From an optimization exercise on the open Yosys and OpenROAD flow, aimed at small area and a short achievable clock period; shortcuts taken in it are not production practice.
Only simulation tests tie the RTL to the original design; equivalence was not proved.
Power figures rest on the tool's default switching activity, not on a simulated workload.

## build 73
## dmaSystemTop
module dmaSystemTop #(
    parameter int imemWords = 64,
    parameter int memWords = 32
) (
    input wire logic clock,
    input wire logic reset,
    input wire logic progWrite,
    input wire logic [$clog2(imemWords)-1:0] progAddr,
    input wire logic [31:0] progData,
    input wire logic dmaRequest,
    input wire logic [64:0] dmaDescriptor,
    input wire logic diskLoad,
    input wire logic [$clog2(memWords*4)-1:0] diskLoadAddr,
    input wire logic [7:0] diskLoadByte,
    output logic [37:0] commit,
    output logic [41:0] byteStrobe,
    output logic busHeld,
    output logic dmaBusy,
    output logic dmaDone
);
Settings: LEC_CHECK=0, CAP_MARGIN=20, CORE_MARGIN=2, CORE_UTILIZATION=50, PLACE_DENSITY=0.65, SLEW_MARGIN=20; clock period 10.0 ns.
standard.sh (not shown) runs the stock make flow with config.mk's settings and CLKGATE_MAP_FILE= SYNTH_SCRIPT=/design/flow/synth_recipe.tcl, a recipe that flattens the netlist after the stock synthesis.
==> flow/flow/run.sh <==
#!/bin/bash
# The standard layout (standard.sh), with two changes to how it is made:
# timing repair aims 6.6 ns past the clock period's slack, and the clock
# tree uses larger sink clusters and no dummy loads.
set -o pipefail
export SETUP_SLACK_MARGIN=6.6
export CTS_ARGS="-sink_clustering_enable -repair_clock_nets -sink_clustering_size 24 -sink_clustering_max_diameter 80 -dont_use_dummy_load"
bash standard.sh > standard.log 2>&1
The following lists how build 26 was set up differently from build 73:
- CORE_UTILIZATION changed from 50 to 45
- PLACE_DENSITY changed from 0.65 to 0.6
Clock network fraction of total power of build 26 is on par with build 73.
In build 26 the non-clock buffer count turned out about 1.9% higher than in build 73.
Comparing build 26 and build 73, the lower area growth from synthesis to layout is on build 73.
Cell area | build 26 vs build 73 | build 26 larger
Switching power: build 26 vs build 73 up 110 uW
Build 26 reports its timing startpoint of the critical path as i_byteMover.readSelect[10]$_SDFF_PP0_ while build 73 reports i_busController.dmaBusyOut$_SDFF_PP0_.
Relative to build 26, the following input files were edited for build 17:
==> flow/flow/run.sh <==
#!/bin/bash
# The standard layout (standard.sh), with two changes to how it is made:
# timing repair aims 6.8 ns past the clock period's slack, and the clock
# tree uses larger sink clusters and no dummy loads.
set -o pipefail
export SETUP_SLACK_MARGIN=6.8
export CTS_ARGS="-sink_clustering_enable -repair_clock_nets -sink_clustering_size 24 -sink_clustering_max_diameter 80 -dont_use_dummy_load"
bash standard.sh > standard.log 2>&1
==> run summary <==
The final layout from build 17, which completed every stage, passed the timing, design-rule and antenna checks at the end of the flow.
Relative to build 26, the final cell area reported for build 17 is higher.
Note that the post-CTS setup repair buffer count recorded for build 17 amounts to 0.910 times the value seen in build 26.
Placed cell area of build 26 is on par with build 17.
On total power after layout, build 17 tracks build 26 almost exactly.
Any difference in cell total after placement between build 26 and build 17 is small enough to ignore.
Diff build 26 -> build 17 | initial antenna violation count | down by more than 10%
What build 63 does differently from build 17 at the input level:
==> flow/flow/run.sh <==
#!/bin/bash
# The standard layout (standard.sh), with two changes to how it is made:
# timing repair aims 7.0 ns past the clock period's slack, and the clock
# tree uses larger sink clusters and no dummy loads.
set -o pipefail
export SETUP_SLACK_MARGIN=7.0
export CTS_ARGS="-sink_clustering_enable -repair_clock_nets -sink_clustering_size 24 -sink_clustering_max_diameter 80 -dont_use_dummy_load"
bash standard.sh > standard.log 2>&1
Results
- Power, build 63 and build 17: higher on build 63
- Build 63 — worst slack at placement 0.19 ns lower, build 17 as reference
- Looking at build 63 and build 17, the flip-flop and latch count is a wash.
### build 63 -> build 4
==> flow/flow/run.sh <==
#!/bin/bash
# The standard layout (standard.sh), with two changes to how it is made:
# timing repair aims 6.3 ns past the clock period's slack, and the clock
# tree uses larger sink clusters and no dummy loads.
set -o pipefail
export SETUP_SLACK_MARGIN=6.3
export CTS_ARGS="-sink_clustering_enable -repair_clock_nets -sink_clustering_size 24 -sink_clustering_max_diameter 80 -dont_use_dummy_load"
bash standard.sh > standard.log 2>&1
Notes after the runs:
Of build 4 and build 63, the run reporting the higher worst path arrival time was build 4. [compare] base=build 63 new=build 4: worst hold slack moved up, via count shows a reduction of 0.93%. Build 4 vs. build 63: number of non-clock buffers in the layout dropped 181; count of buffers added by post-CTS timing repair for setup saw a decrease. The estimated power of build 4 ends up lower than the estimate for build 63. Number of cells on the worst reg-to-reg path ended up 5 lower on build 4 than on build 63. Compared with build 63, build 4 shows synthesis-to-layout area growth lower by 3.3 points. Clock-cell share of area across build 4 and build 63: no real change. Looking at number of search-and-repair iterations in the first detailed-routing pass, build 4 sits above build 63.
What build 5 does differently from build 4 at the input level:
==> flow/flow/run.sh <==
#!/bin/bash
# The standard layout (standard.sh), with three changes to how it is made:
# timing repair aims 6.6 ns past the clock period's slack, the clock tree
# uses larger sink clusters and no dummy loads, and the port buffers start
# as buf_2 cells.
set -o pipefail
export SETUP_SLACK_MARGIN=6.6
export CTS_ARGS="-sink_clustering_enable -repair_clock_nets -sink_clustering_size 28 -sink_clustering_max_diameter 80 -dont_use_dummy_load"
export BUFFER_PORTS_ARGS="-buffer_cell sky130_fd_sc_hd__buf_2"
bash standard.sh > standard.log 2>&1
### Flow results
Summary of build 5 over build 4: fill cell instance count of the final layout level, clock-buffer cell count moved down, overall power consumption level. Diff build 4..build 5 | design area | negligible. When the final numbers for build 5 and build 4 were put side by side, the portion of total power attributed to the clock network turned out to be greater in build 4.

[what the ideal ports hide]
Ports are ideal in the flow. The routed layouts listed here were re-timed in OpenROAD.
Step 1 (the two cells are an assumption about what drives the block):
set clk [get_ports {clock}]
set_driving_cell -lib_cell sky130_fd_sc_hd__clkbuf_16 $clk
set_driving_cell -lib_cell sky130_fd_sc_hd__buf_2 [delete_from_list [all_inputs] $clk]
Step 2 times the ports against the registers' clock, not the clock port: input delays grow and output delays shrink by t, the midpoint of the rising clock arrivals with the driver on.
Three values: ideal, step 1, step 2; two values: the first two.
| run | t, ns | setup slack, ns | worst register clock-pin slew, ns | worst slew at a driven data input, ns |
|---|---|---|---|---|
| build 73 | 1.126 | 6.365 / 6.249 / 5.579 | 0.11 / 0.11 | 0.16 |
| build 26 | 1.125 | 6.349 / 6.255 / 5.493 | 0.11 / 0.11 | 0.15 |
| build 17 | 1.116 | 6.334 / 6.224 / 5.750 | 0.11 / 0.11 | 0.36 |
| build 63 | 1.143 | 6.249 / 6.155 / 5.817 | 0.11 / 0.11 | 0.20 |
| build 4 | 1.152 | 6.073 / 6.073 / 5.228 | 0.11 / 0.11 | 0.13 |
| build 5 | 1.127 | 6.321 / 6.237 / 5.377 | 0.12 / 0.12 | 0.16 |
After both steps every run listed still meets setup and hold. For build 5, which loses most, drivers alone change the setup slack by -0.084 ns; drivers and shift together by -0.944 ns.
